What follows belongs to an exercise in optimizing a design on an open flow for small area; a production flow would make more cautious choices. Only simulation tests tie the RTL to the original design; equivalence was not proved. No activity file was given, so power comes from the tool's default toggle rates.

// udp_tx_top
module udp_tx_top (
    input  logic                                       clk,
    input  logic                                       reset,
    input  logic                                       send,
    input  udp_tx_cfg_pkg::udp_request_t               request,
    input  logic [udp_tx_cfg_pkg::PAYLOAD_BYTES*8-1:0] payload,
    output logic                                       ready,
    output udp_tx_cfg_pkg::mii_tx_t                    tx
);
    localparam int RING = 336;
    logic [1:0] div;
    logic       busy;        
    logic [7:0] n;           
    logic [1:0] v;           
    logic [9:0] pos;
    assign pos = {n, div[1] ~^ div[0], ~div[0]};
    logic accept;
    assign accept = send & ready;
    logic tick;
    assign tick = (div == 2'd0);
    logic [7:0] n_step;
    assign n_step[0] = n[0] ^ tick;
    for (genvar i = 1; i < 8; i++) begin : g_inc
        assign n_step[i] = n[i] ^ (tick & (&n[i-1:0]));
    end
  ...
Settings: LEC_CHECK=0, ABC_AREA=0, CAP_MARGIN=20, CORE_MARGIN=2, CORE_UTILIZATION=60, SLEW_MARGIN=20; clock period 10.0 ns.
standard.sh (not shown) runs the stock make flow with config.mk's settings and CLKGATE_MAP_FILE= SYNTH_SCRIPT=/design/flow/synth_recipe.tcl, a recipe that flattens the netlist after the stock synthesis.
==> flow/flow/run.sh <==
#!/bin/bash
# The standard layout (standard.sh) with three changes:
#  - synthesis is the standard flow's script, but ABC maps with flow/area.abc for area
#  - the port buffers are buf_1 cells
#  - CTS uses clkbuf_4 cells and adds no dummy loads
# Each tool's full output is in orfs/logs; make's output is in flow_make.log.
set -euo pipefail
W=$(pwd)
export BUFFER_PORTS_ARGS="-buffer_cell sky130_fd_sc_hd__buf_1"
export CTS_ARGS="-sink_clustering_enable -repair_clock_nets -dont_use_dummy_load -buf_list sky130_fd_sc_hd__clkbuf_4 -sink_clustering_size 12 -sink_clustering_max_diameter 70"
export MY_ABC_SCRIPT="$W/flow/area.abc"
cat "$W/flow/abc_override.tcl" "$W/synth_recipe.tcl" > "$W/own_synth.tcl"
sed "s#SYNTH_SCRIPT=[^ ]*#SYNTH_SCRIPT=$W/own_synth.tcl#" "$W/standard.sh" > "$W/own_standard.sh"
grep -q "SYNTH_SCRIPT=$W/own_synth.tcl" "$W/own_standard.sh"
bash "$W/own_standard.sh" > flow_make.log 2>&1
==> flow/flow/abc_override.tcl <==
# Runs ABC with this flow's own mapping script (flow/area.abc) and no delay
# target in place of ORFS's; everything else in synthesis is the standard flow's.
proc abc {args} {
  set i [lsearch -exact $args -script]
  if { $i >= 0 } {
    set args [lreplace $args $i [expr {$i + 1}] -script $::env(MY_ABC_SCRIPT)]
  }
  set i [lsearch -exact $args -D]
  if { $i >= 0 } {
    set args [lreplace $args $i [expr {$i + 1}]]
  }
  yosys abc {*}$args
}
==> flow/flow/area.abc <==
strash; dc2; dc2; strash; &get -n; &dch -f; &nf -R 1000; &put; topo; dnsize
Change:
--- a/flow/flow/run.sh
+++ b/flow/flow/run.sh
@@ -9,3 +9,3 @@
 export BUFFER_PORTS_ARGS="-buffer_cell sky130_fd_sc_hd__buf_1"
-export CTS_ARGS="-sink_clustering_enable -repair_clock_nets -dont_use_dummy_load -buf_list sky130_fd_sc_hd__clkbuf_4 -sink_clustering_size 12 -sink_clustering_max_diameter 70"
+export CTS_ARGS="-sink_clustering_enable -repair_clock_nets -dont_use_dummy_load -buf_list sky130_fd_sc_hd__clkbuf_4 -sink_clustering_size 12 -sink_clustering_max_diameter 40"
 export MY_ABC_SCRIPT="$W/flow/area.abc"
--- a/flow/config.mk
+++ b/flow/config.mk
@@ -11,2 +11,3 @@
 export CORE_UTILIZATION = 60
+export GPL_TIMING_DRIVEN = 0
 export SLEW_MARGIN = 20
Synthesized cell count is unchanged.
Utilization increases by 1.1 points.
Sequential power stays flat.
Final area increases by 1.5%.
Change:
--- a/flow/config.mk
+++ b/flow/config.mk
@@ -11,3 +11,2 @@
 export CORE_UTILIZATION = 60
-export GPL_TIMING_DRIVEN = 0
 export SLEW_MARGIN = 20
The changed run produced a clean layout. Setup slack gains 320 ps. Synthesized area stays the same. Maximum frequency went up by 8.8%. Total power fell by 0.84%. Via count rose by about 0.34%. Hold slack improves by 5.4 ps. Clock skew is higher by 52 ps. First-iteration DRC count came out lower by about 3.7%. Utilization goes down by 1.0 points.
Change:
--- a/flow/flow/run.sh
+++ b/flow/flow/run.sh
@@ -9,3 +9,3 @@
 export BUFFER_PORTS_ARGS="-buffer_cell sky130_fd_sc_hd__buf_1"
-export CTS_ARGS="-sink_clustering_enable -repair_clock_nets -dont_use_dummy_load -buf_list sky130_fd_sc_hd__clkbuf_4 -sink_clustering_size 12 -sink_clustering_max_diameter 40"
+export CTS_ARGS="-sink_clustering_enable -repair_clock_nets -dont_use_dummy_load -buf_list sky130_fd_sc_hd__clkbuf_8 -sink_clustering_size 22 -sink_clustering_max_diameter 60"
 export MY_ABC_SCRIPT="$W/flow/area.abc"
Clock-buffer cell count came out lower by 17. Global-route usage came out lower by 0.40 points. Die area does not change. Hold slack degrades by 51 ps. Total power came out higher slightly. Routed wire length came out lower slightly. Area after synthesis stays the same. Via count came out lower slightly. Critical path depth is unchanged. Final area stays flat.


## job 6192
Another version of the RTL of udp_tx_top (not shown whole).
For scale: ~1,100 cells after synthesis, ~400 flip-flops, ~350 I/O pins, ~12,000 um^2 of cells after synthesis.
clock: 10.0 ns
lec_check: 0
abc_area: 1
cap_margin: 20
core_margin: 2
core_utilization: 40
slew_margin: 20
==> flow/flow/run.sh <==
#!/bin/bash
set -euo pipefail
export BUFFER_PORTS_ARGS="-buffer_cell sky130_fd_sc_hd__buf_1"
export CTS_ARGS="-sink_clustering_enable -repair_clock_nets -dont_use_dummy_load -buf_list sky130_fd_sc_hd__clkbuf_8 -sink_clustering_size 16 -sink_clustering_max_diameter 50"
bash standard.sh > flow_make.log 2>&1
What job 3976 does differently from job 6192 at the input level:
==> flow/flow/run.sh <==
#!/bin/bash
set -euo pipefail
export BUFFER_PORTS_ARGS="-buffer_cell sky130_fd_sc_hd__buf_1"
export CTS_ARGS="-sink_clustering_enable -repair_clock_nets -dont_use_dummy_load -buf_list sky130_fd_sc_hd__clkbuf_4 -sink_clustering_size 10 -sink_clustering_max_diameter 40"
bash standard.sh > flow_make.log 2>&1
Findings:
The wire length of the first global-routing pass was comparable across job 6192 and job 3976.
Number of vias per cell after detailed routing essentially unchanged between job 3976 and job 6192.
Job 3976 went all the way through the flow, and no timing, DRC or antenna check failed.
Max first-iteration DRC count across job 6192 and job 3976: job 6192
The lower worst setup slack came out of job 3976.
What job 3455 does differently from job 3976 at the input level:
Settings: ABC_CLOCK_PERIOD_IN_PS: unset -> 100000.
--- outcome ---
Job 3455 and job 3976 ended up with roughly the same synthesized cell count. Diff job 3455..job 3976 | final setup slack of the worst path | unchanged. Job 3455 and job 3976 ended up with nearly the same proportion of power drawn by the clock network. Job 3455 against job 3976: wire length per cell now sits at about the same level; minimum period implied by the final worst setup slack roughly the same.

static timing again, ports no longer ideal:
Ports are ideal in the flow. The routed layouts listed here were re-timed in OpenROAD. Step 1 assumes that a clkbuf_16 drives the clock port and a buf_2 every other input. Step 2, shift: input delay + t, output delay - t, t = (earliest + latest rising clock arrival at the registers) / 2. This alone moves slack from input paths to output paths. Three values: ideal ports, drivers, drivers and shift; two values: the first two.
run	shift t [ns]	setup WS [ns]	hold WS [ns]	worst register clock-pin slew, ns
the first run of note 1	0.663	6.360 / 6.319 / 6.716	0.315 / 0.315 / 0.315	0.12 / 0.12
the second run of note 1	0.696	6.027 / 5.988 / 6.333	0.318 / 0.318 / 0.318	0.12 / 0.12
the third run of note 1	0.652	6.348 / 6.306 / 6.712	0.323 / 0.323 / 0.323	0.12 / 0.12
the fourth run of note 1	0.579	6.433 / 6.392 / 6.673	0.272 / 0.272 / 0.272	0.12 / 0.12
job 6192	0.561	6.681 / 6.636 / 6.786	0.313 / 0.313 / 0.313	0.10 / 0.10
job 3976	0.676	6.582 / 6.541 / 6.771	0.309 / 0.309 / 0.309	0.10 / 0.10
job 3455	0.676	6.582 / 6.541 / 6.771	0.309 / 0.309 / 0.309	0.10 / 0.10
After both steps setup and hold are still met in every run listed.
